From an optimization exercise on the open Yosys and OpenROAD flow, aimed at a short achievable clock period, few clock cycles per item and low power; shortcuts taken in it are not production practice.
Function was not checked in any run shown here: the RTL went through the layout flow alone.
Power and IR drop assume default switching activity.

<file path="design/flow/flow/run.sh">
#!/bin/bash
set -euo pipefail
bash standard.sh SETUP_SLACK_MARGIN=7 finish > standard_flow.log 2>&1
</file>
<file path="design/flow/standard.sh">
#!/bin/bash
# synth_recipe.tcl (not shown) runs the flow's synth.tcl, then flattens the netlist and writes it again
# the make line also repeats each setting of config.mk as NAME=value (left out here)
make -C /OpenROAD-flow-scripts/flow DESIGN_CONFIG=/design/flow/config.mk WORK_HOME=/design/flow/orfs CLKGATE_MAP_FILE= SYNTH_SCRIPT=/design/flow/synth_recipe.tcl "${@:-finish}"
</file>
<file path="design/flow/config.mk">
export PLATFORM = sky130hd
export DESIGN_NAME = cpuTop
export DESIGN_NICKNAME = cpuTop
export VERILOG_FILES = /design/flow/design.v
export SDC_FILE = /design/flow/constraint.sdc
export NUM_CORES = 4
export LEC_CHECK = 0
export CAP_MARGIN = 20
export CORE_MARGIN = 2
export CORE_UTILIZATION = 40
export CTS_BUF_LIST = sky130_fd_sc_hd__clkbuf_8 sky130_fd_sc_hd__clkbuf_16
export CTS_CLUSTER_DIAMETER = 60
export CTS_CLUSTER_SIZE = 30
export SLEW_MARGIN = 20
</file>
<file path="design/flow/constraint.sdc">
create_clock -name core_clock -period 11.0 [get_ports {clk}]
set_input_delay 2.2000 -clock core_clock [delete_from_list [all_inputs] [get_ports {clk}]]
set_output_delay 2.2000 -clock core_clock [all_outputs]
set_load 0.01 [all_outputs]
</file>
<file path="design/flow/design.v">
package mipsPkg;
	typedef logic [31:0] wordT;
endpackage
`timescale 1ns/100ps
module pfxAdd #(
	parameter int W = 32
) (
	input  logic [W-1:0] a,
	input  logic [W-1:0] b,
	input  logic         cin,
	output logic [W-1:0] s,
	output logic         cout
);
	localparam int L = (W > 16) ? 5 : (W > 8) ? 4 : (W > 4) ? 3 : (W > 2) ? 2 : 1;
	logic [W-1:0] p0;
	logic [W-1:0] g [L+1];
	logic [W-1:0] p [L+1];
	assign p0   = a ^ b;
	assign g[0] = (a & b) | {{(W-1){1'b0}}, p0[0] & cin};
	assign p[0] = p0;
	for (genvar l = 0; l < L; l++) begin : lvl
		for (genvar i = 0; i < W; i++) begin : bit_
			if (i >= (1 << l)) begin : op
				assign g[l+1][i] = g[l][i] | (p[l][i] & g[l][i - (1 << l)]);
				assign p[l+1][i] = p[l][i] & p[l][i - (1 << l)];
			end else begin : pass
				assign g[l+1][i] = g[l][i];
				assign p[l+1][i] = p[l][i];
			end
		end
	end
	assign s    = p0 ^ {g[L][W-2:0], cin};
	assign cout = g[L][W-1];
endmodule
module pfxInc #(
	parameter int W = 30
) (
	input  logic [W-1:0] a,
	output logic [W-1:0] s
);
	localparam int L = (W > 16) ? 5 : (W > 8) ? 4 : (W > 4) ? 3 : (W > 2) ? 2 : 1;
	logic [W-1:0] c [L+1];
	assign c[0] = a;
	for (genvar l = 0; l < L; l++) begin : lvl
		for (genvar i = 0; i < W; i++) begin : bit_
			if (i >= (1 << l)) begin : op
				assign c[l+1][i] = c[l][i] & c[l][i - (1 << l)];
			end else begin : pass
				assign c[l+1][i] = c[l][i];
			end
		end
	end
	assign s = a ^ {c[L][W-2:0], 1'b1};
endmodule
`timescale 1ns/100ps
module cpuTop (
	input  logic        clk,
	input  logic        rst,
	output logic [31:0] pc,
	output logic        instReqValid,
	input  logic        instReqReady,
	input  logic [31:0] instruction,
	input  logic        instValid,
	output logic        instReady,
	output logic [31:0] memReqAddr,
	output logic [31:0] memReqWdata,
	output logic [3:0]  memReqStrb,
	output logic        memReqWrite,
	output logic        memReqValid,
	input  logic        memReqReady,
	input  logic [31:0] readData,
	input  logic        readValid,
	output logic        readReady,
	output logic        retireWen,
	output logic [4:0]  retireWaddr,
	output logic [31:0] retireWdata,
	output logic [31:0] retirePc,
	output logic        retireValid
);
	logic [31:0] pcF;        
	logic        fv;         
	logic        redirPend;  
	logic [2:0]  outst;      
	logic [2:0]  disc;       
	logic [31:0] respPc;     
	logic        irdy;       
	logic [11:0] ra;         
	assign pc           = pcF;
	assign instReqValid = fv;
	assign instReady    = irdy;
	assign readReady    = 1'b1;
	logic        xRedir;
	logic [31:0] xTgt;
	logic acc, take, dropping, keep;
	assign acc      = fv & instReqReady;
	assign take     = instValid & irdy;
	assign dropping = (disc != 3'd0);
	assign keep     = take & ~dropping & ~xRedir;
	logic [31:0] iw;
	logic [5:0]  iop;
	logic        iIsJ, iIsBr, iIsJr31, iPred;
	logic [31:0] respPc4;
	logic [31:0] iTgt;
	assign iw      = instruction;
	assign iop     = iw[31:26];
	assign iIsJ    = (iop[5:1] == 5'b00001);
	assign iIsBr   = (iop[5:2] == 4'b0001) | ((iop == 6'b000001) & (iw[20:17] == 4'b0000));
	assign iIsJr31 = (iop == 6'b000000) & (iw[5:0] == 6'b001000) & (iw[25:21] == 5'd31);
	logic        iIsJrK;
	logic [4:0]  kRt;
	logic [11:0] kLo;
	assign iIsJrK  = (iop == 6'b000000) & (iw[5:1] == 5'b00100) & (iw[25:21] == kRt) & ~iIsJr31;
	logic iBrGuess, iRsEqRt, iRsZero;
	assign iRsEqRt = (iw[25:21] == iw[20:16]);
	assign iRsZero = (iw[25:21] == 5'd0);
	always_comb begin
		case (iop[2:0])
			3'b100: iBrGuess = iRsEqRt;           
			3'b101: iBrGuess = ~iRsEqRt;          
			3'b110: iBrGuess = iRsZero;           
			3'b001: iBrGuess = iw[16];            
			default: iBrGuess = 1'b0;             
		endcase
	end
	assign iPred   = iIsJ | (iIsBr & (iw[15] | iBrGuess) & (iw[15:0] != 16'h0)) | iIsJr31 | iIsJrK;
	logic [29:0] respInc, brAdd;
	pfxInc #(.W(30)) incResp (.a(respPc[31:2]), .s(respInc));
	assign respPc4 = {respInc, respPc[1:0]};
	pfxAdd #(.W(30)) addBr (
		.a(respPc[31:2]), .b({{14{iw[15]}}, iw[15:0]}), .cin(1'b1), .s(brAdd), .cout()
	);
	assign iTgt    = iIsJ  ? {respPc4[31:28], iw[25:0], 2'b00}
	               : iIsBr ? {brAdd, respPc[1:0]}
	               : iIsJrK ? {respPc[31:12], kLo}
	               :         {respPc[31:12], ra};    
	logic iRedir;
	assign iRedir = keep & iPred;
	always_ff @(posedge clk) begin
		if (rst) begin
			kRt <= 5'd0;
			kLo <= 12'h0;
		end else if (keep & (iop == 6'b001101)) begin
			kRt <= iw[20:16];
			kLo <= iw[11:0];
		end
	end
	logic [29:0] pcFInc;
	pfxInc #(.W(30)) incF (.a(pcF[31:2]), .s(pcFInc));
	logic [2:0] outstN;
	assign outstN = outst + {2'b00, acc} - {2'b00, take};
	always_ff @(posedge clk) begin
		if (rst) begin
			pcF       <= 32'h0;
			fv        <= 1'b1;
			redirPend <= 1'b0;
			outst     <= 3'd0;
			disc      <= 3'd0;
			respPc    <= 32'h0;
		end else begin
			outst <= outstN;
			if (xRedir | iRedir) begin
				disc   <= outstN;
				respPc <= xRedir ? xTgt : iTgt;
				if (fv & ~instReqReady) begin
					redirPend <= 1'b1;
				end else begin
					pcF       <= xRedir ? xTgt : iTgt;
					fv        <= (outstN < 3'd2);
					redirPend <= 1'b0;
				end
			end else begin
				disc <= disc - {2'b00, take & dropping} + {2'b00, acc & redirPend};
				if (keep) respPc <= respPc4;
				if (acc) begin
					pcF       <= redirPend ? respPc : {pcFInc, pcF[1:0]};
					redirPend <= 1'b0;
				end
				if (acc | ~fv) fv <= (outstN < 3'd2);
			end
		end
	end
	logic        vD, skidV;
	logic [31:0] ir, pcD, skidI, skidPc;
	logic        predD, skidPred;
	logic        dAdv;
	logic        dFree;
	assign dFree = ~vD | dAdv;
	always_ff @(posedge clk) begin
		if (rst) begin
			vD    <= 1'b0;
			skidV <= 1'b0;
			irdy  <= 1'b1;
		end else if (xRedir) begin
			vD    <= 1'b0;
			skidV <= 1'b0;
			irdy  <= 1'b1;
		end else begin
			if (dFree) begin
				vD    <= skidV | keep;
				skidV <= 1'b0;
				irdy  <= 1'b1;
			end else if (keep) begin
				skidV <= 1'b1;
				irdy  <= 1'b0;
			end
		end
	end
	always_ff @(posedge clk) begin
		if (dFree) begin
			if (skidV) begin
				ir    <= skidI;
				pcD   <= skidPc;
				predD <= skidPred;
			end else begin
				ir    <= iw;
				pcD   <= respPc;
				predD <= iPred;
			end
		end
		if (~skidV) begin
			skidI    <= iw;
			skidPc   <= respPc;
			skidPred <= iPred;
		end
	end
	logic [5:0] op, fn;
	logic [4:0] rsA, rtA, rdA;
	assign op  = ir[31:26];
	assign fn  = ir[5:0];
	assign rsA = ir[25:21];
	assign rtA = ir[20:16];
	assign rdA = ir[15:11];
	logic       dKnown, dWen, dUseImm, dIsLd, dIsSt, dIsBr, dIsJr, dUns;
	logic       dUsesRs, dUsesRt, dIsLui, dIsLink, dVarSh;
	logic [4:0] dRd;
	logic [2:0] dAluOp;    
	logic [1:0] dShOp;     
	logic [1:0] dResSel;
	logic [2:0] dBrKind;   
	logic [1:0] dSize;     
	logic [1:0] dImmKind;  
	always_comb begin
		dKnown   = 1'b1;
		dWen     = 1'b0;
		dUseImm  = 1'b0;
		dIsLd    = 1'b0;
		dIsSt    = 1'b0;
		dIsBr    = 1'b0;
		dIsJr    = 1'b0;
		dUns     = 1'b0;
		dUsesRs  = 1'b0;
		dUsesRt  = 1'b0;
		dIsLui   = 1'b0;
		dIsLink  = 1'b0;
		dVarSh   = 1'b0;
		dRd      = 5'd0;
		dAluOp   = 3'd0;
		dShOp    = fn[1:0];
		dResSel  = 2'd0;
		dBrKind  = 3'd0;
		dSize    = op[1] ? 2'd2 : (op[0] ? 2'd1 : 2'd0);
		dImmKind = 2'd0;
		case (op)
			6'b000000: begin
				dWen    = 1'b1;
				dRd     = rdA;
				dUsesRs = 1'b1;
				dUsesRt = 1'b1;
				case (fn)
					6'b000000, 6'b000010, 6'b000011: begin
						dResSel = 2'd1;
						dUsesRs = 1'b0;
					end
					6'b000100, 6'b000110, 6'b000111: begin
						dResSel = 2'd1;
						dVarSh  = 1'b1;
					end
					6'b001000: begin
						dIsJr   = 1'b1;
						dWen    = 1'b0;
						dRd     = 5'd0;
						dUsesRt = 1'b0;
					end
					6'b001001: begin
						dIsJr   = 1'b1;
						dIsLink = 1'b1;
						dResSel = 2'd2;
						dUsesRt = 1'b0;
					end
					6'b100000, 6'b100001: dAluOp = 3'd0;
					6'b100010, 6'b100011: dAluOp = 3'd1;
					6'b100100: dAluOp = 3'd2;
					6'b100101: dAluOp = 3'd3;
					6'b100110: dAluOp = 3'd4;
					6'b100111: dAluOp = 3'd5;
					6'b101010: dAluOp = 3'd6;
					6'b101011: dAluOp = 3'd7;
					default: dKnown = 1'b0;
				endcase
			end
			6'b000001: begin
				dKnown  = (rtA[4:1] == 4'b0000);
				dIsBr   = 1'b1;
				dUsesRs = 1'b1;
				dBrKind = rtA[0] ? 3'd5 : 3'd4;
			end
			6'b000010: ;
			6'b000011: begin
				dWen    = 1'b1;
				dRd     = 5'd31;
				dIsLink = 1'b1;
				dResSel = 2'd2;
			end
			6'b000100, 6'b000101, 6'b000110, 6'b000111: begin
				dIsBr   = 1'b1;
				dUsesRs = 1'b1;
				dUsesRt = ~op[1];
				dBrKind = {1'b0, op[1:0]};
			end
			6'b001001, 6'b001010, 6'b001011, 6'b001100, 6'b001101, 6'b001110: begin
				dWen     = 1'b1;
				dRd      = rtA;
				dUseImm  = 1'b1;
				dUsesRs  = 1'b1;
				dImmKind = {1'b0, op[2]};
				case (op[2:0])
					3'b010: dAluOp = 3'd6;
					3'b011: dAluOp = 3'd7;
					3'b100: dAluOp = 3'd2;
					3'b101: dAluOp = 3'd3;
					3'b110: dAluOp = 3'd4;
					default: dAluOp = 3'd0;
				endcase
			end
			6'b001111: begin
				dWen    = 1'b1;
				dRd     = rtA;
				dIsLui  = 1'b1;
				dResSel = 2'd2;
			end
			6'b100000, 6'b100001, 6'b100011, 6'b100100, 6'b100101: begin
				dWen    = 1'b1;
				dRd     = rtA;
				dUseImm = 1'b1;
				dUsesRs = 1'b1;
				dIsLd   = 1'b1;
				dUns    = op[2];
			end
			6'b101000, 6'b101001, 6'b101011: begin
				dUseImm = 1'b1;
				dUsesRs = 1'b1;
				dUsesRt = 1'b1;
				dIsSt   = 1'b1;
			end
			default: dKnown = 1'b0;
		endcase
		if (!dKnown || ir == 32'h0) begin
			dWen    = 1'b0;
			dRd     = 5'd0;
			dIsLd   = 1'b0;
			dIsSt   = 1'b0;
			dIsBr   = 1'b0;
			dIsJr   = 1'b0;
			dIsLink = 1'b0;
			dUsesRs = 1'b0;
			dUsesRt = 1'b0;
			dResSel = 2'd0;
		end
	end
	logic [31:0] rf [1:31];
	logic [31:0] rfRs, rfRt;
	assign rfRs = (rsA == 5'd0) ? 32'h0 : rf[rsA];
	assign rfRt = (rtA == 5'd0) ? 32'h0 : rf[rtA];
	logic        vX, xDone;
	logic [31:0] xA, xB, xAux, pcX;
	logic        xWen, xIsLd, xIsSt, xIsBr, xIsJr, xIsLink, xUns, xPred, xOff0;
	logic [4:0]  xRd, xShamt;
	logic [2:0]  xBrKind;
	logic [1:0]  xShOp, xSize, xLop;
	logic        xSub, xSelAdd, xSelLog, xSelSlt, xSelSltu, xSelSh, xSelAux;
	logic [31:0] xRes;
	logic        vM, mv, ldWait;
	logic [31:0] resM, wdM, pcM;
	logic [3:0]  strbM;
	logic        mWen, mIsLd, mIsSt, mUns;
	logic [4:0]  mRd;
	logic [1:0]  mSize;
	logic [7:0]  ldByte;
	logic [15:0] ldHalf;
	logic [31:0] ldVal;
	assign ldByte = readData[{resM[1:0], 3'b000} +: 8];
	assign ldHalf = resM[1] ? readData[31:16] : readData[15:0];
	always_comb begin
		case (mSize)
			2'd0: ldVal = {{24{ldByte[7] & ~mUns}}, ldByte};
			2'd1: ldVal = {{16{ldHalf[15] & ~mUns}}, ldHalf};
			default: ldVal = readData;
		endcase
	end
	logic mDone, mAdv, xAdv, xFree;
	assign mDone = vM & (mIsLd ? (ldWait & readValid) : mIsSt ? memReqReady : 1'b1);
	assign mAdv  = ~vM | mDone;
	assign xAdv  = mAdv;
	assign xFree = ~vX | xAdv;
	logic [31:0] wbData;
	assign wbData = mIsLd ? ldVal : resM;
	logic [31:0] fwdRs, fwdRt;
	logic        xHitRs, xHitRt, mHitRs, mHitRt, rHitRs, rHitRt;
	logic        rv;
	logic [4:0]  rWaddr;
	logic [31:0] rWdata;
	assign rHitRs = rv & (rWaddr == rsA) & (rsA != 5'd0);
	assign rHitRt = rv & (rWaddr == rtA) & (rtA != 5'd0);
	assign xHitRs = vX & xWen & (xRd == rsA) & (rsA != 5'd0);
	assign xHitRt = vX & xWen & (xRd == rtA) & (rtA != 5'd0);
	assign mHitRs = vM & mWen & (mRd == rsA) & (rsA != 5'd0);
	assign mHitRt = vM & mWen & (mRd == rtA) & (rtA != 5'd0);
	assign fwdRs  = xHitRs ? xRes : mHitRs ? wbData : rHitRs ? rWdata : rfRs;
	assign fwdRt  = xHitRt ? xRes : mHitRt ? wbData : rHitRt ? rWdata : rfRt;
	logic hazard;
	assign hazard = (vX & xIsLd & ((xHitRs & dUsesRs) | (xHitRt & dUsesRt)))
	              | (mIsLd & ~mDone & ((mHitRs & dUsesRs) | (mHitRt & dUsesRt)));
	assign dAdv   = vD & xFree & ~hazard;
	logic [31:0] dImm, dB, dAux;
	logic [29:0] dPcBr, dPcInc, dPcLink;
	logic        selSt, selLui, selBr;
	assign dImm   = (op[5:2] == 4'b0011) ? {16'h0, ir[15:0]} : {{16{ir[15]}}, ir[15:0]};
	assign dB     = (op[5:3] == 3'b001 || op[5:4] == 2'b10) ? dImm : fwdRt;
	pfxAdd #(.W(30)) addPcD (
		.a(pcD[31:2]), .b({{14{ir[15]}}, ir[15:0]}), .cin(1'b1), .s(dPcBr), .cout()
	);
	pfxInc #(.W(30)) incPcD (.a(pcD[31:2]), .s(dPcInc));
	pfxInc #(.W(30)) incPcD2 (.a(dPcInc), .s(dPcLink));
	assign selSt  = (op[5:3] == 3'b101);
	assign selLui = (op[5:3] == 3'b001);
	assign selBr  = (op[5:2] == 4'b0001) | (op == 6'b000001);
	assign dAux   = selSt  ? fwdRt
	              : selLui ? {ir[15:0], 16'h0}
	              : selBr  ? {dPcBr, pcD[1:0]}
	              :          {dPcLink, pcD[1:0]};
	always_ff @(posedge clk) begin
		if (rst) begin
			vX    <= 1'b0;
			xDone <= 1'b0;
		end else begin
			if (xRedir) begin
				vX    <= xFree ? 1'b0 : vX;
				xDone <= ~xFree;
			end else if (xFree) begin
				vX    <= dAdv;
				xDone <= 1'b0;
			end
		end
	end
	always_ff @(posedge clk) begin
		if (xFree) begin
			xA      <= fwdRs;
			xB      <= dB;
			xAux    <= dAux;
			pcX     <= pcD;
			xWen    <= dWen;
			xRd     <= dRd;
			xIsLd   <= dIsLd;
			xIsSt   <= dIsSt;
			xIsBr   <= dIsBr;
			xIsJr   <= dIsJr;
			xIsLink <= dIsLink;
			xUns    <= dUns;
			xPred   <= predD;
			xOff0   <= (ir[15:0] == 16'h0);
			xBrKind <= dBrKind;
			xShOp   <= dShOp;
			xSub     <= (dAluOp != 3'd0);
			xLop     <= dAluOp[1:0];
			xSelAdd  <= (dResSel == 2'd0) & (dAluOp[2:1] == 2'b00);
			xSelLog  <= (dResSel == 2'd0) & ((dAluOp == 3'd2) | (dAluOp == 3'd3) | (dAluOp == 3'd4) | (dAluOp == 3'd5));
			xSelSlt  <= (dResSel == 2'd0) & (dAluOp == 3'd6);
			xSelSltu <= (dResSel == 2'd0) & (dAluOp == 3'd7);
			xSelSh   <= (dResSel == 2'd1);
			xSelAux  <= (dResSel == 2'd2);
			xSize   <= dSize;
			xShamt  <= ir[2] ? fwdRs[4:0] : ir[10:6];
		end
	end
	logic [31:0] sum, logRes, shRes;
	logic        cout, lt, ltu, eq;
	pfxAdd #(.W(32)) addX (.a(xA), .b(xB ^ {32{xSub}}), .cin(xSub), .s(sum), .cout(cout));
	assign ltu = ~cout;
	assign lt  = (xA[31] ^ xB[31]) ? xA[31] : sum[31];
	assign eq  = (xA == xB);
	logic [31:0] lA, lB, sB;
	assign lA = xA & {32{xSelLog}};
	assign lB = xB & {32{xSelLog}};
	assign sB = xB & {32{xSelSh}};
	always_comb begin
		case (xLop)
			2'b10: logRes = lA & lB;       
			2'b11: logRes = lA | lB;       
			2'b00: logRes = lA ^ lB;       
			default: logRes = ~(lA | lB);  
		endcase
	end
	logic [31:0] shIn, shOut;
	logic        shLeft;
	assign shLeft = ~xShOp[1];
	always_comb begin
		for (int i = 0; i < 32; i++) shIn[i] = shLeft ? sB[31 - i] : sB[i];
	end
	assign shOut = $signed({xShOp[0] & sB[31], shIn}) >>> xShamt;
	always_comb begin
		for (int i = 0; i < 32; i++) shRes[i] = shLeft ? shOut[31 - i] : shOut[i];
	end
	assign xRes = ({32{xSelAdd}} & sum)
	            | ({32{xSelLog}} & logRes)
	            | {31'h0, (xSelSlt & lt) | (xSelSltu & ltu)}
	            | ({32{xSelSh}} & shRes)
	            | ({32{xSelAux}} & xAux);
	logic cond;
	always_comb begin
		case (xBrKind)
			3'd0: cond = eq;
			3'd1: cond = ~eq;
			3'd2: cond = xA[31] | (xA == 32'h0);
			3'd3: cond = ~xA[31] & (xA != 32'h0);
			3'd4: cond = xA[31];
			default: cond = ~xA[31];
		endcase
	end
	logic [31:0] pcNext, pcX4;
	logic        xMis;
	assign pcNext = vD ? pcD : respPc;
	logic [29:0] pcXInc;
	pfxInc #(.W(30)) incX (.a(pcX[31:2]), .s(pcXInc));
	assign pcX4   = {pcXInc, pcX[1:0]};
	assign xMis   = (xIsBr & ((cond & ~xOff0) ^ xPred)) | (xIsJr & (xA != pcNext));
	assign xRedir = vX & xMis & ~xDone;
	assign xTgt   = xIsJr ? xA : cond ? xAux : pcX4;
	always_ff @(posedge clk) begin
		if (rst) begin
			ra <= 12'h0;
		end else if (vX & xIsLink & ~xDone) begin
			ra <= xAux[11:0];
		end
	end
	logic [3:0] xStrb;
	logic [31:0] xWd;
	always_comb begin
		case (xSize)
			2'd0: begin
				xStrb = 4'b0001 << sum[1:0];
				xWd   = {4{xAux[7:0]}};
			end
			2'd1: begin
				xStrb = sum[1] ? 4'b1100 : 4'b0011;
				xWd   = {2{xAux[15:0]}};
			end
			default: begin
				xStrb = 4'b1111;
				xWd   = xAux;
			end
		endcase
	end
	always_ff @(posedge clk) begin
		if (rst) begin
			vM     <= 1'b0;
			mv     <= 1'b0;
			ldWait <= 1'b0;
		end else if (mAdv) begin
			vM     <= vX;
			mv     <= vX & (xIsLd | xIsSt);
			ldWait <= 1'b0;
		end else if (mv & memReqReady) begin
			mv     <= 1'b0;
			ldWait <= mIsLd;
		end
	end
	always_ff @(posedge clk) begin
		if (mAdv) begin
			resM  <= xRes;
			wdM   <= xWd;
			strbM <= xIsSt ? xStrb : 4'b0000;
			pcM   <= pcX;
			mWen  <= xWen;
			mRd   <= xRd;
			mIsLd <= xIsLd;
			mIsSt <= xIsSt;
			mUns  <= xUns;
			mSize <= xSize;
		end
	end
	assign memReqAddr  = {resM[31:2], 2'b00};
	assign memReqWdata = wdM;
	assign memReqStrb  = strbM;
	assign memReqWrite = mIsSt;
	assign memReqValid = mv;
	always_ff @(posedge clk) begin
		if (rv & (rWaddr != 5'd0)) begin
			rf[rWaddr] <= rWdata;
		end
	end
	logic        rWen;
	logic [31:0] rPc;
	always_ff @(posedge clk) begin
		if (rst) begin
			rv <= 1'b0;
		end else begin
			rv <= mDone;
		end
		rPc    <= pcM;
		rWen   <= mWen;
		rWaddr <= mWen ? mRd : 5'd0;
		rWdata <= mWen ? wbData : 32'h0;
	end
	assign retireValid = rv;
	assign retireWen   = rWen;
	assign retireWaddr = rWaddr;
	assign retireWdata = rWdata;
	assign retirePc    = rPc;
endmodule
</file>
==> results.txt, run 1 <==
Final nets 7330; M1 GR Usage 38.12%; total wire length 336300 um; worst skew pair latency 0.86 ns; final setup violation count 0; Starting Density 40.27%; DRT antenna net count 0; Clk network pwr share 31.3%; Max Cap Violations 0; Setup CP Type register to register; prevailing post-synth register cell edfxtp_1; Slew Viols, Final 0; design area 103900 um2; Fin Clk Skew 0.07032 ns; fin crit period 4.604 ns; flip-flop count of the largest register after layout 992; Synth top cells by count edfxtp_1, mux4_2, nand2_1, nor2_1, a21oi_1; worst vdd ir 0.0001482 V; Crit Path Max Fanout 8; hold-fix buffers at CTS 0; top cell type's share of synthesized area 46.25%; Die H 468.8 um; register share of total power 45.1%; combinational share of power 23.5%; leak pwr 0.03657 uW; CP startpoint kind register; fmax 217.2 MHz; vias in the first global route 61520; Via Count 65410; Root Driver clkbuf_16; Final period util 41.86%; total CTS buffers 119; full die area 219800 um2; Top reg by flops rf; Total GRT Usage 29.76%; Finished Layout Cells 10040; HP Class register to register; Post-DP HPWL 209700 um; met3 capacity usage during global routing 6.885%; Fin. Hold Viols 0; Syn. warnings 9; PortBufs 242; initial antenna violation count 15; dpl cell area 92520 um2; first-pass GRT wire length 466400 um; clk buf depth 3; switching share of power 32.95%; Worst Path Required 11.54 ns; syn_area_per_cell 12.91 um2; H-tree depth 3; switching pwr 5250 uW; Worst slew margin 24.67%; Placer Congestion 0.9799; gr busiest metal met2; actual slew at the worst max-slew pin 1.130 ns; die span in x 468.8 um; Std-Cell Rows 170; Cells after Synth 6692; Vias/cell 6.514; PD cells 153.4 nW/um2; cell taking the most area after synthesis edfxtp_1; Seq/Total Area, Yosys 52.15%; placed cells 9435; setup_tns 0 ns; pin count of the biggest net entering global routing 109; crit path DAT 5.15 ns; Core Region 214600 um2; Internal 10680 uW; EDFF count, synth 1331; TritonCTS clock tree built; status finished clean; fillers 18460; layout cell share with drive strength beyond 1 28.57%; post-synthesis cell area 86430 um2; crit end category register; WL per Instance 33.49 um; I/O pin count 246; post-synth cell types 97; Synth area leaders edfxtp_1, mux4_2, dfxtp_1; FF+latch count, synth 1586; ys async rst share 0%; drt first-iter violations 9361; Clk pin slew, worst setup/hold paths 0.10 ns; top-count cell post-synth edfxtp_1; DRC 0; Area Overhead vs Synth 20.19%; Sink Count 1586; met2 usage 46.15%; RSZ-0062 raised after global routing true; drt pass-1 iters 6; total grt overflow 0
==> final timing paths <==
check | start | to | slack (ns) | depth (start not counted)
hold reg to reg | pcM[26] | rPc[26] | 0.34 | 0
setup / recovery | xB[6] | xAux[23] | 6.40 | 10
setup reg to reg | xB[6] | xAux[23] | 6.40 | 10
hold / removal | pcM[26] | rPc[26] | 0.34 | 0
==> power groups by stage <==
stage	combinational [uW]	clock [uW]	sequential, uW
floorplan	1740	0	7130
global placement	2810	0	7400
detailed placement	2820	0	7400
CTS	3310	5030	7200
global route	3870	5250	7190
finish	3750	4990	7190
==> metrics by stage <==
step	setup slack, ns	util (%)	hold slack, ns	total power [uW]
3_3_place_gp	4.572	43.10	0.3265	10210
4_1_cts	6.567	47.25	0.3429	15540
2_1_floorplan	6.090	-	0.3233	8871
5_1_grt	6.366	48.39	0.3539	16300
3_5_place_dp	4.466	43.11	0.3294	10220
6_report	6.396	48.40	0.3436	15930
==> worst max-delay path: stages, from the launching register on <==
cell       delay [ns]
edfxtp_1         0.67
mux4_2           0.61
mux2_4           0.31
a22o_4           0.27
o21ai_2          0.13
nand2_2          0.11
a222oi_1         0.80
o2111ai_2        0.20
buf_4            0.22
a222oi_1         0.73
o21ai_1          0.21
==> kinds of logic after synthesis <==
family	share of synthesized area, %
other cells	0.008689
buf+inv	3.304
fa+ha+maj	2.476
xor+xnor	3.273
flops	52.15
simple gates	8.339
compound gates	10.39
mux	20.06
==> layer usage <==
| layer | vias up | routed length (um) |
|---|---|---|
| met5 | - | 40 |
| met4 | 6 | 23980 |
| met3 | 980 | 35420 |
| met2 | 4085 | 153200 |
| met1 | 33400 | 123700 |
| li1 | 26940 | - |
==> area by class of cell <==
type	count	area, um2	share of cell area [%]
Antenna cell	7	17.52	0.01686
Tap cell	2838	3551	3.419
Timing Repair Buffer	796	8284	7.975
Sequential cell	1586	45180	43.50
Timing Repair inverter	1	5.005	0.004818
Clock buffer	122	3053	2.939
Clock inverter	104	1458	1.403
Inverter	156	623.1	0.5999
Multi-Input combinational cell	4432	41700	40.14
==> repair_timing <==
| action | 4_1_cts | 5_1_grt |
|---|---|---|
| gates resized for setup | 811 | 319 |
| endpoints found under the setup margin | 568 | 181 |
| gates cloned | 30 | 6 |
| pin swaps | 117 | 150 |
| buffers inserted | 210 | 128 |
| endpoints found under the hold margin | 0 | 0 |
==> placed cells by master, fill, tap and decap left out, types with 177 or more instances in the layout <==
master,synthesis,layout
edfxtp_1,1331,1331
mux4_2,583,583
nand2_1,549,536
nor2_1,470,421
buf_4,40,403
a21oi_1,350,276
o21ai_0,330,252
mux2i_1,265,246
dfxtp_1,255,202
xor2_1,184,177
==> inputs of run 2 (changes only) <==
--- a/design/flow/design.v
+++ b/design/flow/design.v
@@ -106,10 +106,6 @@
 	assign iIsJ    = (iop[5:1] == 5'b00001);
 	assign iIsBr   = (iop[5:2] == 4'b0001) | ((iop == 6'b000001) & (iw[20:17] == 4'b0000));
 	assign iIsJr31 = (iop == 6'b000000) & (iw[5:0] == 6'b001000) & (iw[25:21] == 5'd31);
-	logic        iIsJrK;
-	logic [4:0]  kRt;
-	logic [11:0] kLo;
-	assign iIsJrK  = (iop == 6'b000000) & (iw[5:1] == 5'b00100) & (iw[25:21] == kRt) & ~iIsJr31;
 	logic iBrGuess, iRsEqRt, iRsZero;
 	assign iRsEqRt = (iw[25:21] == iw[20:16]);
 	assign iRsZero = (iw[25:21] == 5'd0);
@@ -122,7 +118,7 @@
 			default: iBrGuess = 1'b0;             
 		endcase
 	end
-	assign iPred   = iIsJ | (iIsBr & (iw[15] | iBrGuess) & (iw[15:0] != 16'h0)) | iIsJr31 | iIsJrK;
+	assign iPred   = iIsJ | (iIsBr & (iw[15] | iBrGuess) & (iw[15:0] != 16'h0)) | iIsJr31;
 	logic [29:0] respInc, brAdd;
 	pfxInc #(.W(30)) incResp (.a(respPc[31:2]), .s(respInc));
 	assign respPc4 = {respInc, respPc[1:0]};
@@ -131,19 +127,9 @@
 	);
 	assign iTgt    = iIsJ  ? {respPc4[31:28], iw[25:0], 2'b00}
 	               : iIsBr ? {brAdd, respPc[1:0]}
-	               : iIsJrK ? {respPc[31:12], kLo}
 	               :         {respPc[31:12], ra};    
 	logic iRedir;
 	assign iRedir = keep & iPred;
-	always_ff @(posedge clk) begin
-		if (rst) begin
-			kRt <= 5'd0;
-			kLo <= 12'h0;
-		end else if (keep & (iop == 6'b001101)) begin
-			kRt <= iw[20:16];
-			kLo <= iw[11:0];
-		end
-	end
 	logic [29:0] pcFInc;
 	pfxInc #(.W(30)) incF (.a(pcF[31:2]), .s(pcFInc));
 	logic [2:0] outstN;
@@ -181,10 +167,18 @@
 	end
 	logic        vD, skidV;
 	logic [31:0] ir, pcD, skidI, skidPc;
+	logic [11:0] pcDl;
 	logic        predD, skidPred;
 	logic        dAdv;
 	logic        dFree;
 	assign dFree = ~vD | dAdv;
+	logic [19:0] page;
+	logic        vX, vM;
+	logic        pipeEmpty, skidOk, arrOk;
+	assign pcD       = {page, pcDl};
+	assign pipeEmpty = ~vD & ~vX & ~vM;
+	assign skidOk    = (skidPc[31:12] == page) | pipeEmpty;
+	assign arrOk     = (respPc[31:12] == page) | pipeEmpty;
 	always_ff @(posedge clk) begin
 		if (rst) begin
 			vD    <= 1'b0;
@@ -196,9 +190,18 @@
 			irdy  <= 1'b1;
 		end else begin
 			if (dFree) begin
-				vD    <= skidV | keep;
-				skidV <= 1'b0;
-				irdy  <= 1'b1;
+				if (skidV) begin
+					vD    <= skidOk;
+					skidV <= ~skidOk;
+					irdy  <= skidOk;
+				end else if (keep) begin
+					vD    <= arrOk;
+					skidV <= ~arrOk;
+					irdy  <= arrOk;
+				end else begin
+					vD    <= 1'b0;
+					irdy  <= 1'b1;
+				end
 			end else if (keep) begin
 				skidV <= 1'b1;
 				irdy  <= 1'b0;
@@ -206,14 +209,21 @@
 		end
 	end
 	always_ff @(posedge clk) begin
+		if (rst) begin
+			page <= 20'h0;
+		end else if (pipeEmpty & ~xRedir & (skidV | keep)) begin
+			page <= skidV ? skidPc[31:12] : respPc[31:12];
+		end
+	end
+	always_ff @(posedge clk) begin
 		if (dFree) begin
 			if (skidV) begin
 				ir    <= skidI;
-				pcD   <= skidPc;
+				pcDl  <= skidPc[11:0];
 				predD <= skidPred;
 			end else begin
 				ir    <= iw;
-				pcD   <= respPc;
+				pcDl  <= respPc[11:0];
 				predD <= iPred;
 			end
 		end
@@ -371,16 +381,19 @@
 	logic [31:0] rfRs, rfRt;
 	assign rfRs = (rsA == 5'd0) ? 32'h0 : rf[rsA];
 	assign rfRt = (rtA == 5'd0) ? 32'h0 : rf[rtA];
-	logic        vX, xDone;
+	logic        xDone;
 	logic [31:0] xA, xB, xAux, pcX;
+	logic [11:0] pcXl;
+	assign pcX = {page, pcXl};
 	logic        xWen, xIsLd, xIsSt, xIsBr, xIsJr, xIsLink, xUns, xPred, xOff0;
 	logic [4:0]  xRd, xShamt;
 	logic [2:0]  xBrKind;
 	logic [1:0]  xShOp, xSize, xLop;
 	logic        xSub, xSelAdd, xSelLog, xSelSlt, xSelSltu, xSelSh, xSelAux;
 	logic [31:0] xRes;
-	logic        vM, mv, ldWait;
-	logic [31:0] resM, wdM, pcM;
+	logic        mv, ldWait;
+	logic [31:0] resM, wdM;
+	logic [11:0] pcMl;
 	logic [3:0]  strbM;
 	logic        mWen, mIsLd, mIsSt, mUns;
 	logic [4:0]  mRd;
@@ -405,18 +418,13 @@
 	logic [31:0] wbData;
 	assign wbData = mIsLd ? ldVal : resM;
 	logic [31:0] fwdRs, fwdRt;
-	logic        xHitRs, xHitRt, mHitRs, mHitRt, rHitRs, rHitRt;
-	logic        rv;
-	logic [4:0]  rWaddr;
-	logic [31:0] rWdata;
-	assign rHitRs = rv & (rWaddr == rsA) & (rsA != 5'd0);
-	assign rHitRt = rv & (rWaddr == rtA) & (rtA != 5'd0);
+	logic        xHitRs, xHitRt, mHitRs, mHitRt;
 	assign xHitRs = vX & xWen & (xRd == rsA) & (rsA != 5'd0);
 	assign xHitRt = vX & xWen & (xRd == rtA) & (rtA != 5'd0);
 	assign mHitRs = vM & mWen & (mRd == rsA) & (rsA != 5'd0);
 	assign mHitRt = vM & mWen & (mRd == rtA) & (rtA != 5'd0);
-	assign fwdRs  = xHitRs ? xRes : mHitRs ? wbData : rHitRs ? rWdata : rfRs;
-	assign fwdRt  = xHitRt ? xRes : mHitRt ? wbData : rHitRt ? rWdata : rfRt;
+	assign fwdRs  = xHitRs ? xRes : mHitRs ? wbData : rfRs;
+	assign fwdRt  = xHitRt ? xRes : mHitRt ? wbData : rfRt;
 	logic hazard;
 	assign hazard = (vX & xIsLd & ((xHitRs & dUsesRs) | (xHitRt & dUsesRt)))
 	              | (mIsLd & ~mDone & ((mHitRs & dUsesRs) | (mHitRt & dUsesRt)));
@@ -457,7 +465,7 @@
 			xA      <= fwdRs;
 			xB      <= dB;
 			xAux    <= dAux;
-			pcX     <= pcD;
+			pcXl    <= pcDl;
 			xWen    <= dWen;
 			xRd     <= dRd;
 			xIsLd   <= dIsLd;
@@ -488,25 +496,21 @@
 	assign ltu = ~cout;
 	assign lt  = (xA[31] ^ xB[31]) ? xA[31] : sum[31];
 	assign eq  = (xA == xB);
-	logic [31:0] lA, lB, sB;
-	assign lA = xA & {32{xSelLog}};
-	assign lB = xB & {32{xSelLog}};
-	assign sB = xB & {32{xSelSh}};
 	always_comb begin
 		case (xLop)
-			2'b10: logRes = lA & lB;       
-			2'b11: logRes = lA | lB;       
-			2'b00: logRes = lA ^ lB;       
-			default: logRes = ~(lA | lB);  
+			2'b10: logRes = xA & xB;       
+			2'b11: logRes = xA | xB;       
+			2'b00: logRes = xA ^ xB;       
+			default: logRes = ~(xA | xB);  
 		endcase
 	end
 	logic [31:0] shIn, shOut;
 	logic        shLeft;
 	assign shLeft = ~xShOp[1];
 	always_comb begin
-		for (int i = 0; i < 32; i++) shIn[i] = shLeft ? sB[31 - i] : sB[i];
+		for (int i = 0; i < 32; i++) shIn[i] = shLeft ? xB[31 - i] : xB[i];
 	end
-	assign shOut = $signed({xShOp[0] & sB[31], shIn}) >>> xShamt;
+	assign shOut = $signed({xShOp[0] & xB[31], shIn}) >>> xShamt;
 	always_comb begin
 		for (int i = 0; i < 32; i++) shRes[i] = shLeft ? shOut[31 - i] : shOut[i];
 	end
@@ -579,7 +583,7 @@
 			resM  <= xRes;
 			wdM   <= xWd;
 			strbM <= xIsSt ? xStrb : 4'b0000;
-			pcM   <= pcX;
+			pcMl  <= pcXl;
 			mWen  <= xWen;
 			mRd   <= xRd;
 			mIsLd <= xIsLd;
@@ -594,19 +598,21 @@
 	assign memReqWrite = mIsSt;
 	assign memReqValid = mv;
 	always_ff @(posedge clk) begin
-		if (rv & (rWaddr != 5'd0)) begin
-			rf[rWaddr] <= rWdata;
+		if (mDone & mWen & (mRd != 5'd0)) begin
+			rf[mRd] <= wbData;
 		end
 	end
-	logic        rWen;
-	logic [31:0] rPc;
+	logic        rv, rWen;
+	logic [4:0]  rWaddr;
+	logic [31:0] rWdata;
+	logic [11:0] rPcl;
 	always_ff @(posedge clk) begin
 		if (rst) begin
 			rv <= 1'b0;
 		end else begin
 			rv <= mDone;
 		end
-		rPc    <= pcM;
+		rPcl   <= pcMl;
 		rWen   <= mWen;
 		rWaddr <= mWen ? mRd : 5'd0;
 		rWdata <= mWen ? wbData : 32'h0;
@@ -615,5 +621,5 @@
 	assign retireWen   = rWen;
 	assign retireWaddr = rWaddr;
 	assign retireWdata = rWdata;
-	assign retirePc    = rPc;
+	assign retirePc    = {page, rPcl};
 endmodule
--- a/design/flow/config.mk
+++ b/design/flow/config.mk
@@ -8,7 +8,4 @@
 export CAP_MARGIN = 20
 export CORE_MARGIN = 2
 export CORE_UTILIZATION = 40
-export CTS_BUF_LIST = sky130_fd_sc_hd__clkbuf_8 sky130_fd_sc_hd__clkbuf_16
-export CTS_CLUSTER_DIAMETER = 60
-export CTS_CLUSTER_SIZE = 30
 export SLEW_MARGIN = 20
==> run 2 against run 1 <==
Against the previous run: still clean; sequential share of layout area down 1.2 points; flip-flop and latch count shrank 77; combinational power increased to 2.7 times the previous value; critical path depth increased by 6; setup slack gained 0.27 ns; synthesized cell count decreased by 3.6%; clock skew shrank 0.00064 ns; global-route usage increased by 1.0 points; largest power group is now combinational cells.
==> results.txt, run 2 <==
CP peak stage delay 0.39 ns; EDFF count, synth 1303; HP Class register to register; Area Overhead vs Synth 21.70%; setup ws final 6.662 ns; DRC 0; Post-DP HPWL 213400 um; Worst Hold Path EP rPcl[5]; Setup CP Type primary input to register; r2r startpoint xA[0]; Fin Clk Skew 0.06967 ns; Max Cap Violations 0; Synth Area in XOR/XNOR 3.307%; worst vdd ir 0.0001801 V; crit-path leading delay family compound AO/OA/AOI/OAI gates; Final nets 7169; Buf/Inv on CP 4; Crit Path Max Fanout 3; Total GRT Usage 30.78%; mux cell area share after synthesis 21.00%; status finished clean; Sink Count 1509; Synth area leaders edfxtp_1, mux4_2, dfxtp_1; drt first-iter violations 9071; simple logic cell fraction of the synthesized area 7.857%; DRT antenna net count 0; R2R cell count 14; crit path max-delay cell type a2111oi_4; H-tree depth 4; I/O pin count 246; RSZ-0062 raised after global routing true; cell taking the most area after synthesis edfxtp_1; Clk pin slew, worst setup/hold paths 0.06 ns; post-synth cell types 94; cells along the critical path buf_12 -> inv_12 -> ha_4 -> inv_2 -> fa_2 -> a211o_1 -> a211oi_4 -> nor3_4 -> a2111oi_4 -> buf_4 -> or3_1 -> nand2_2 -> o41ai_2 -> xnor2_1 -> o21ai_2 -> a21oi_1; Synth Area in Compound Gates 10.41%; Std-Cell Rows 168; CP Depth 16; Placement Setup Slack 4.415 ns; total CTS buffers 164; vias in the first global route 61010; layout cell share with drive strength beyond 1 29.94%; initial antenna violation count 9; Core Region 209400 um2; Via Count 64990; Placer Congestion 1.020; TritonCTS clock tree built; placed cells 9169; Final period util 39.44%; total wire length 344200 um; Cells after Synth 6451; Seq/Total Area, Yosys 51.35%; fmax 230.5 MHz; leak pwr 0.03553 uW; min-delay src pcMl[5]; setup_tns 0 ns; crit end category register; die span in x 462.9 um; Starting Density 40.23%; flip-flop count of the largest register after layout 992; Root Driver clkbuf_16; full die area 214300 um2; drt pass-1 iters 12; prevailing post-synth register cell edfxtp_1; FF+latch count, synth 1509; Die H 462.9 um; first-pass GRT wire length 471200 um; PortBufs 242; syn_area_per_cell 13.06 um2; final setup violation count 0; Synth Area in Adders 2.540%; Vias/cell 6.581; Syn. warnings 9; crit path DAT 5.07 ns; Reg-to-Reg End xAux[22]; total grt overflow 0; Top reg by flops rf; Hold Path Depth 0; flop2flop setup slack 6.79 ns; worst skew pair latency 0.87 ns; Worst Path Required 11.73 ns; PD cells 231.9 nW/um2; top-count cell post-synth edfxtp_1; WL per Instance 34.86 um; commonest non-fill, non-tap cells in the layout edfxtp_1, mux4_2, buf_4; Synth top cells by count edfxtp_1, mux4_2, nand2_1, nor2_1, a21oi_1; Fin. Hold Viols 0; post-synthesis cell area 84230 um2; clk buf depth 3; pin count of the biggest net entering global routing 97; CP startpoint kind primary input; most common cell after layout, fill and taps aside edfxtp_1; Worst slew margin 12.33%; Slew Viols, Final 0; largest family of logic cells by synthesized area multiplexers; fin crit period 4.338 ns; ys async rst share 0%; top cell type's share of synthesized area 46.45%; Finished Layout Cells 9875; actual slew at the worst max-slew pin 1.303 ns
[run 2: cell types whose count changed after synthesis, sizes merged, moves of 22 or more]
cell | before | now
a21o | 76 | 48
dfxtp | 255 | 206
edfxtp | 1331 | 1303
mux4 | 587 | 609
nand2 | 549 | 406
nor2 | 472 | 403
o211ai | 77 | 45
xnor2 | 139 | 164
xor2 | 184 | 154
[run 2: worst max-delay path by stage]
stage / slack (ns) / endpoint / startpoint
after floorplan: 6.13 / register / memReqReady
after global placement: 4.42 / respPc[26] / instruction[15]
after detailed placement: 4.41 / respPc[26] / instruction[15]
after CTS: 6.72 / respPc[22] / instruction[0]
after global routing: 6.60 / respPc[22] / instruction[0]
final: 6.66 / respPc[28] / instruction[0]
[run 2: cell families after synthesis]
family                   after synthesis
flip-flops                          1509
buffers and inverters                701
XOR/XNOR                             318
AO/OA/AOI/OAI                       1365
adder cells (fa/ha/maj)              168
other                                  2
AND/OR/NAND/NOR                     1399
multiplexers                         989
[run 2: power breakdown]
part | total (uW) | internal, uW | leakage [uW] | switching [uW]
Clock | 5570 | 3090 | 0.00261 | 2480
Sequential | 8080 | 7360 | 0.0142 | 729
Combinational | 10100 | 3820 | 0.0187 | 6300
[run 2: timing repair]
action	in CTS	in global routing
pin swaps	104	121
resized for setup	643	307
setup endpoints to repair	1975	912
hold endpoints to repair	0	0
setup buffers	193	164
gates cloned	29	15
hold buffers	0	0
[run 2: routing by layer]
metal,vias up,track usage [%],part of all wire (%)
met5,-,0,0.0067
met4,4,19.13,7.7
met3,1016,7.171,11
met2,4607,47.57,45
met1,32950,39.19,36
li1,26410,-,-
[run 2: final cells by class]
class                           count  area [um2]
Clock inverter                     98        1084
Multi-Input combinational cell   4263       41400
Tap cell                         2805        3510
Timing Repair inverter              5       38.79
Timing Repair Buffer              813        8051
Fill cell                       18090      106900
Clock buffer                      202        4309
Sequential cell                  1509       43350
Inverter                          175       749.5
Antenna cell                        5       12.51
[run 2: metrics by stage]
stage / total power, uW / utilization (%) / hold slack, ns / instance area [um2]
2_1_floorplan: 12900 / - / 0.3233 / 85440
4_1_cts: 22700 / 47.68 / 0.3439 / 99830
3_3_place_gp: 16310 / 43.27 / 0.3303 / 90580
3_5_place_dp: 16370 / 43.27 / 0.3294 / 90580
6_report: 23770 / 48.96 / 0.3433 / 102500
5_1_grt: 24360 / 48.96 / 0.3483 / 102500
==> inputs of run 3 (changes only) <==
--- a/design/flow/design.v
+++ b/design/flow/design.v
@@ -106,6 +106,10 @@
 	assign iIsJ    = (iop[5:1] == 5'b00001);
 	assign iIsBr   = (iop[5:2] == 4'b0001) | ((iop == 6'b000001) & (iw[20:17] == 4'b0000));
 	assign iIsJr31 = (iop == 6'b000000) & (iw[5:0] == 6'b001000) & (iw[25:21] == 5'd31);
+	logic        iIsJrK;
+	logic [4:0]  kRt;
+	logic [11:0] kLo;
+	assign iIsJrK  = (iop == 6'b000000) & (iw[5:1] == 5'b00100) & (iw[25:21] == kRt) & ~iIsJr31;
 	logic iBrGuess, iRsEqRt, iRsZero;
 	assign iRsEqRt = (iw[25:21] == iw[20:16]);
 	assign iRsZero = (iw[25:21] == 5'd0);
@@ -118,7 +122,7 @@
 			default: iBrGuess = 1'b0;             
 		endcase
 	end
-	assign iPred   = iIsJ | (iIsBr & (iw[15] | iBrGuess) & (iw[15:0] != 16'h0)) | iIsJr31;
+	assign iPred   = iIsJ | (iIsBr & (iw[15] | iBrGuess) & (iw[15:0] != 16'h0)) | iIsJr31 | iIsJrK;
 	logic [29:0] respInc, brAdd;
 	pfxInc #(.W(30)) incResp (.a(respPc[31:2]), .s(respInc));
 	assign respPc4 = {respInc, respPc[1:0]};
@@ -127,9 +131,19 @@
 	);
 	assign iTgt    = iIsJ  ? {respPc4[31:28], iw[25:0], 2'b00}
 	               : iIsBr ? {brAdd, respPc[1:0]}
+	               : iIsJrK ? {respPc[31:12], kLo}
 	               :         {respPc[31:12], ra};    
 	logic iRedir;
 	assign iRedir = keep & iPred;
+	always_ff @(posedge clk) begin
+		if (rst) begin
+			kRt <= 5'd0;
+			kLo <= 12'h0;
+		end else if (keep & (iop == 6'b001101)) begin
+			kRt <= iw[20:16];
+			kLo <= iw[11:0];
+		end
+	end
 	logic [29:0] pcFInc;
 	pfxInc #(.W(30)) incF (.a(pcF[31:2]), .s(pcFInc));
 	logic [2:0] outstN;
@@ -167,18 +181,10 @@
 	end
 	logic        vD, skidV;
 	logic [31:0] ir, pcD, skidI, skidPc;
-	logic [11:0] pcDl;
 	logic        predD, skidPred;
 	logic        dAdv;
 	logic        dFree;
 	assign dFree = ~vD | dAdv;
-	logic [19:0] page;
-	logic        vX, vM;
-	logic        pipeEmpty, skidOk, arrOk;
-	assign pcD       = {page, pcDl};
-	assign pipeEmpty = ~vD & ~vX & ~vM;
-	assign skidOk    = (skidPc[31:12] == page) | pipeEmpty;
-	assign arrOk     = (respPc[31:12] == page) | pipeEmpty;
 	always_ff @(posedge clk) begin
 		if (rst) begin
 			vD    <= 1'b0;
@@ -190,18 +196,9 @@
 			irdy  <= 1'b1;
 		end else begin
 			if (dFree) begin
-				if (skidV) begin
-					vD    <= skidOk;
-					skidV <= ~skidOk;
-					irdy  <= skidOk;
-				end else if (keep) begin
-					vD    <= arrOk;
-					skidV <= ~arrOk;
-					irdy  <= arrOk;
-				end else begin
-					vD    <= 1'b0;
-					irdy  <= 1'b1;
-				end
+				vD    <= skidV | keep;
+				skidV <= 1'b0;
+				irdy  <= 1'b1;
 			end else if (keep) begin
 				skidV <= 1'b1;
 				irdy  <= 1'b0;
@@ -209,21 +206,14 @@
 		end
 	end
 	always_ff @(posedge clk) begin
-		if (rst) begin
-			page <= 20'h0;
-		end else if (pipeEmpty & ~xRedir & (skidV | keep)) begin
-			page <= skidV ? skidPc[31:12] : respPc[31:12];
-		end
-	end
-	always_ff @(posedge clk) begin
 		if (dFree) begin
 			if (skidV) begin
 				ir    <= skidI;
-				pcDl  <= skidPc[11:0];
+				pcD   <= skidPc;
 				predD <= skidPred;
 			end else begin
 				ir    <= iw;
-				pcDl  <= respPc[11:0];
+				pcD   <= respPc;
 				predD <= iPred;
 			end
 		end
@@ -381,53 +371,59 @@
 	logic [31:0] rfRs, rfRt;
 	assign rfRs = (rsA == 5'd0) ? 32'h0 : rf[rsA];
 	assign rfRt = (rtA == 5'd0) ? 32'h0 : rf[rtA];
-	logic        xDone;
+	logic        vX, xDone;
 	logic [31:0] xA, xB, xAux, pcX;
-	logic [11:0] pcXl;
-	assign pcX = {page, pcXl};
 	logic        xWen, xIsLd, xIsSt, xIsBr, xIsJr, xIsLink, xUns, xPred, xOff0;
 	logic [4:0]  xRd, xShamt;
 	logic [2:0]  xBrKind;
 	logic [1:0]  xShOp, xSize, xLop;
 	logic        xSub, xSelAdd, xSelLog, xSelSlt, xSelSltu, xSelSh, xSelAux;
 	logic [31:0] xRes;
-	logic        mv, ldWait;
-	logic [31:0] resM, wdM;
-	logic [11:0] pcMl;
+	logic        vM, mv, vW;
+	logic [31:0] resM, wdM, pcM;
 	logic [3:0]  strbM;
 	logic        mWen, mIsLd, mIsSt, mUns;
 	logic [4:0]  mRd;
 	logic [1:0]  mSize;
+	logic [31:0] resW, pcW;
+	logic        wWen, wIsLd, wUns;
+	logic [4:0]  wRd;
+	logic [1:0]  wSize;
 	logic [7:0]  ldByte;
 	logic [15:0] ldHalf;
 	logic [31:0] ldVal;
-	assign ldByte = readData[{resM[1:0], 3'b000} +: 8];
-	assign ldHalf = resM[1] ? readData[31:16] : readData[15:0];
+	assign ldByte = readData[{resW[1:0], 3'b000} +: 8];
+	assign ldHalf = resW[1] ? readData[31:16] : readData[15:0];
 	always_comb begin
-		case (mSize)
-			2'd0: ldVal = {{24{ldByte[7] & ~mUns}}, ldByte};
-			2'd1: ldVal = {{16{ldHalf[15] & ~mUns}}, ldHalf};
+		case (wSize)
+			2'd0: ldVal = {{24{ldByte[7] & ~wUns}}, ldByte};
+			2'd1: ldVal = {{16{ldHalf[15] & ~wUns}}, ldHalf};
 			default: ldVal = readData;
 		endcase
 	end
-	logic mDone, mAdv, xAdv, xFree;
-	assign mDone = vM & (mIsLd ? (ldWait & readValid) : mIsSt ? memReqReady : 1'b1);
-	assign mAdv  = ~vM | mDone;
-	assign xAdv  = mAdv;
-	assign xFree = ~vX | xAdv;
+	logic wDone, wFree, mLeave, mAdv, xAdv, xFree;
+	assign wDone  = vW & (~wIsLd | readValid);
+	assign wFree  = ~vW | wDone;
+	assign mLeave = vM & (~mv | memReqReady) & wFree;
+	assign mAdv   = ~vM | mLeave;
+	assign xAdv   = mAdv;
+	assign xFree  = ~vX | xAdv;
 	logic [31:0] wbData;
-	assign wbData = mIsLd ? ldVal : resM;
+	assign wbData = wIsLd ? ldVal : resW;
 	logic [31:0] fwdRs, fwdRt;
-	logic        xHitRs, xHitRt, mHitRs, mHitRt;
+	logic        xHitRs, xHitRt, mHitRs, mHitRt, wHitRs, wHitRt;
 	assign xHitRs = vX & xWen & (xRd == rsA) & (rsA != 5'd0);
 	assign xHitRt = vX & xWen & (xRd == rtA) & (rtA != 5'd0);
 	assign mHitRs = vM & mWen & (mRd == rsA) & (rsA != 5'd0);
 	assign mHitRt = vM & mWen & (mRd == rtA) & (rtA != 5'd0);
-	assign fwdRs  = xHitRs ? xRes : mHitRs ? wbData : rfRs;
-	assign fwdRt  = xHitRt ? xRes : mHitRt ? wbData : rfRt;
+	assign wHitRs = vW & wWen & (wRd == rsA) & (rsA != 5'd0);
+	assign wHitRt = vW & wWen & (wRd == rtA) & (rtA != 5'd0);
+	assign fwdRs  = xHitRs ? xRes : mHitRs ? resM : wHitRs ? wbData : rfRs;
+	assign fwdRt  = xHitRt ? xRes : mHitRt ? resM : wHitRt ? wbData : rfRt;
 	logic hazard;
 	assign hazard = (vX & xIsLd & ((xHitRs & dUsesRs) | (xHitRt & dUsesRt)))
-	              | (mIsLd & ~mDone & ((mHitRs & dUsesRs) | (mHitRt & dUsesRt)));
+	              | (mIsLd & ((mHitRs & dUsesRs) | (mHitRt & dUsesRt)))
+	              | (wIsLd & ~wDone & ((wHitRs & dUsesRs) | (wHitRt & dUsesRt)));
 	assign dAdv   = vD & xFree & ~hazard;
 	logic [31:0] dImm, dB, dAux;
 	logic [29:0] dPcBr, dPcInc, dPcLink;
@@ -465,7 +461,7 @@
 			xA      <= fwdRs;
 			xB      <= dB;
 			xAux    <= dAux;
-			pcXl    <= pcDl;
+			pcX     <= pcD;
 			xWen    <= dWen;
 			xRd     <= dRd;
 			xIsLd   <= dIsLd;
@@ -566,16 +562,28 @@
 	end
 	always_ff @(posedge clk) begin
 		if (rst) begin
-			vM     <= 1'b0;
-			mv     <= 1'b0;
-			ldWait <= 1'b0;
-		end else if (mAdv) begin
-			vM     <= vX;
-			mv     <= vX & (xIsLd | xIsSt);
-			ldWait <= 1'b0;
-		end else if (mv & memReqReady) begin
-			mv     <= 1'b0;
-			ldWait <= mIsLd;
+			vM <= 1'b0;
+			mv <= 1'b0;
+			vW <= 1'b0;
+		end else begin
+			if (mAdv) begin
+				vM <= vX;
+				mv <= vX & (xIsLd | xIsSt);
+			end else if (memReqReady) begin
+				mv <= 1'b0;
+			end
+			if (wFree) vW <= mLeave;
+		end
+	end
+	always_ff @(posedge clk) begin
+		if (wFree) begin
+			resW  <= resM;
+			pcW   <= pcM;
+			wWen  <= mWen;
+			wRd   <= mRd;
+			wIsLd <= mIsLd;
+			wUns  <= mUns;
+			wSize <= mSize;
 		end
 	end
 	always_ff @(posedge clk) begin
@@ -583,7 +591,7 @@
 			resM  <= xRes;
 			wdM   <= xWd;
 			strbM <= xIsSt ? xStrb : 4'b0000;
-			pcMl  <= pcXl;
+			pcM   <= pcX;
 			mWen  <= xWen;
 			mRd   <= xRd;
 			mIsLd <= xIsLd;
@@ -598,28 +606,27 @@
 	assign memReqWrite = mIsSt;
 	assign memReqValid = mv;
 	always_ff @(posedge clk) begin
-		if (mDone & mWen & (mRd != 5'd0)) begin
-			rf[mRd] <= wbData;
+		if (wDone & wWen & (wRd != 5'd0)) begin
+			rf[wRd] <= wbData;
 		end
 	end
 	logic        rv, rWen;
 	logic [4:0]  rWaddr;
-	logic [31:0] rWdata;
-	logic [11:0] rPcl;
+	logic [31:0] rWdata, rPc;
 	always_ff @(posedge clk) begin
 		if (rst) begin
 			rv <= 1'b0;
 		end else begin
-			rv <= mDone;
+			rv <= wDone;
 		end
-		rPcl   <= pcMl;
-		rWen   <= mWen;
-		rWaddr <= mWen ? mRd : 5'd0;
-		rWdata <= mWen ? wbData : 32'h0;
+		rPc    <= pcW;
+		rWen   <= wWen;
+		rWaddr <= wWen ? wRd : 5'd0;
+		rWdata <= wWen ? wbData : 32'h0;
 	end
 	assign retireValid = rv;
 	assign retireWen   = rWen;
 	assign retireWaddr = rWaddr;
 	assign retireWdata = rWdata;
-	assign retirePc    = {page, rPcl};
+	assign retirePc    = rPc;
 endmodule
--- a/design/flow/config.mk
+++ b/design/flow/config.mk
@@ -8,4 +8,6 @@
 export CAP_MARGIN = 20
 export CORE_MARGIN = 2
 export CORE_UTILIZATION = 40
+export CTS_BUF_LIST = sky130_fd_sc_hd__clkbuf_8
+export CTS_CLUSTER_SIZE = 24
 export SLEW_MARGIN = 20
==> run 3 against run 2 <==
Against the previous run: still clean; wire length is 3.9% higher; first-iteration DRC count is 8.7% higher; critical path depth stayed put; cell count is 5.7% higher.
==> results.txt, run 3 <==
Cells after Synth 6682; Seq/Total Area, Yosys 53.30%; fmax 225.8 MHz; CP startpoint kind register; layout cell share with drive strength beyond 1 29.32%; RSZ-0062 raised after global routing true; Placement Setup Slack 4.632 ns; R2R cell count 16; total CTS buffers 302; top-count cell post-synth edfxtp_1; cell taking the most area after synthesis edfxtp_1; H-tree depth 5; Max Cap Violations 0; worst vdd ir 0.0001645 V; Via Count 67050; initial antenna violation count 21; HP Class register to register; Fin. Hold Viols 0; drt pass-1 iters 12; commonest non-fill, non-tap cells in the layout edfxtp_1, mux4_2, nand2_1; Area Overhead vs Synth 19.73%; crit path DAT 5.17 ns; r2r startpoint xSub; leak pwr 0.03793 uW; total wire length 357700 um; post-synthesis cell area 88740 um2; setup_tns 0 ns; fin util 48.26%; Clk pin slew, worst setup/hold paths 0.06 ns; DRC 0; Root Driver clkbuf_8; hold-fix buffers at CTS 0; post-synth cell types 107; Crit Path Max Fanout 6; flip-flop count of the largest register after layout 992; Core Region 220200 um2; flop2flop setup slack 6.57 ns; DRT antenna net count 0; ys async rst share 0%; top cell type's share of synthesized area 47.54%; Post-DP HPWL 217600 um; Vias/cell 6.422; final setup violation count 0; clk buf depth 4; Hold Path Depth 0; Synth top cells by count edfxtp_1, mux4_2, nand2_1, nor2_1, a21oi_1; prevailing post-synth register cell edfxtp_1; CP peak stage delay 0.49 ns; Starting Density 40.31%; Synth area leaders edfxtp_1, mux4_2, dfxtp_1; crit path max-delay cell type o211ai_1; setup ws final 6.570 ns; most common cell after layout, fill and taps aside edfxtp_1; pin count of the biggest net entering global routing 95; TritonCTS clock tree built; Fin Clk Skew 0.1548 ns; first-pass GRT wire length 490400 um; actual slew at the worst max-slew pin 1.151 ns; full die area 225600 um2; syn_area_per_cell 13.28 um2; Placer Congestion 0.9640; Slew Viols, Final 0; Std-Cell Rows 172; cells along the critical path buf_12 -> mux2_4 -> fa_2 -> a211oi_4 -> nor2_4 -> a2111oi_4 -> buf_6 -> nor2_4 -> a221o_1 -> o31a_1 -> buf_4 -> xnor2_2 -> o21ai_2 -> buf_6 -> a21oi_4 -> o211ai_1; Worst slew margin 22.99%; Syn. warnings 9; Total GRT Usage 30.78%; Worst Hold Path EP rPc[31]; Setup CP Type register to register; design area 106300 um2; status finished clean; Die H 475.0 um; vias in the first global route 63470; Sink Count 1660; drt first-iter violations 9864; crit end category register; EDFF count, synth 1405; worst skew pair latency 1.11 ns; FF+latch count, synth 1660; Final nets 7493; fin crit period 4.430 ns; Reg-to-Reg End xAux[28]; dpl cell area 95190 um2; min-delay src pcW[31]; I/O pin count 246; WL per Instance 34.26 um; Worst Path Required 11.74 ns; die span in x 475.0 um; PD cells 174.5 nW/um2; Final period util 40.27%; total grt overflow 0; PortBufs 242; Top reg by flops rf
[run 3: cell types whose count changed after synthesis, moves of 30 or more]
cell / previous run / this run
a221oi_1: 47 / 17
buf_2: 67 / 101
dfxtp_1: 206 / 255
edfxtp_1: 1303 / 1405
nand2_1: 406 / 475
nor2_1: 403 / 471
[run 3: cell families after synthesis]
kind of cell / Yosys count / share of synthesized area [%]
flops: 1660 / 53.30
simple gates: 1512 / 8.018
compound gates: 1368 / 10.08
mux: 1016 / 20.13
buf+inv: 662 / 3.153
xor+xnor: 294 / 2.902
fa+ha+maj: 168 / 2.411
other cells: 2 / 0.008463
[run 3: worst max path at each step]
stage,startpoint,endpoint,slack [ns],cells past startpoint
2_1_floorplan,readValid,ir[0],5.54,7
3_3_place_gp,instruction[15],pcF[28],4.70,12
3_5_place_dp,instruction[15],pcF[28],4.63,12
4_1_cts,xSub,xAux[30],6.61,14
5_1_grt,xSub,xAux[30],6.56,14
6_report,xSub,xAux[28],6.57,16
[run 3: layout make-up]
| type | count | area, um2 |
|---|---|---|
| inverters | 161 | 669.4 |
| clock buffers | 322 | 4432 |
| flip-flops and latches | 1660 | 47390 |
| well taps | 2958 | 3701 |
| diodes | 13 | 32.53 |
| repair buffers | 744 | 6948 |
| clock inverters | 197 | 1141 |
| repair inverters | 2 | 15.01 |
| fillers | 19270 | 113900 |
| multi-input cells | 4384 | 41930 |
[run 3: timing repair]
item,4_1_cts,5_1_grt
endpoints found under the setup margin,791,609
hold endpoints to repair,0,0
resized for setup,680,301
buffers inserted,161,147
pin swaps,87,135
gates cloned,31,7
[run 3: power breakdown]
part / internal [uW] / switching (uW) / total [uW]
Sequential: 7690 / 429 / 8120
Clock: 2960 / 2670 / 5620
Combinational: 1710 / 3080 / 4790
[run 3: stage by stage]
step,hold WS [ns],std cells,power (uW)
global placement,0.3272,9562,11950
CTS,0.3405,10270,18110
detailed placement,0.3269,9563,11990
global route,0.3447,10430,19030
floorplan,0.3233,6683,10240
finish,0.3391,10440,18540
[run 3: per-layer routing]
metal  part of all wire, %  GRT usage (%)  vias to the layer above  routed length [um]
met5                 0.018              0                        -                  65
met4                   6.9          17.68                       10               24710
met3                    11          6.853                     1050               37810
met2                    46          48.32                     4393              163500
met1                    37          39.31                    34120              131600
li1                      -              -                    27480                   -
[run 3: worst max-delay path, delay by kind of cell (launching register included)]
kind	cells	cell delay, ns
AO/OA/AOI/OAI	7	2.03
buffers and inverters	4	0.69
flip-flops	1	0.45
adder cells (fa/ha/maj)	1	0.40
multiplexers	1	0.31
XOR/XNOR	1	0.13
AND/OR/NAND/NOR	2	0.12

re-timing with driven ports:
No port has a modelled driver above. Below, the same layouts with a new extraction and two added sets of constraints.
Step 1 (the two cells are an assumption about what drives the block):
set clk [get_ports {clk}]
set_driving_cell -lib_cell sky130_fd_sc_hd__clkbuf_16 $clk
set_driving_cell -lib_cell sky130_fd_sc_hd__buf_2 [delete_from_list [all_inputs] $clk]
Step 2 times the ports against the registers' clock, not the clock port: input delays grow and output delays shrink by t, the midpoint of the rising clock arrivals with the driver on.
Three values: ideal ports, drivers, drivers and shift; two values: the first two.
run	t, ns	setup slack, ns	worst setup path after step 2	cell pins on the clock port's net
run 1	0.917	6.396 / 6.396 / 5.910	input to register	1
run 2	0.919	6.662 / 6.697 / 5.778	input to register	1
run 3	1.115	6.570 / 6.570 / 5.722	input to register	1
After both steps setup and hold are still met in every run listed. The setup slack of run 2, which loses most, moves by +0.035 ns with the drivers and by -0.884 ns with both steps.
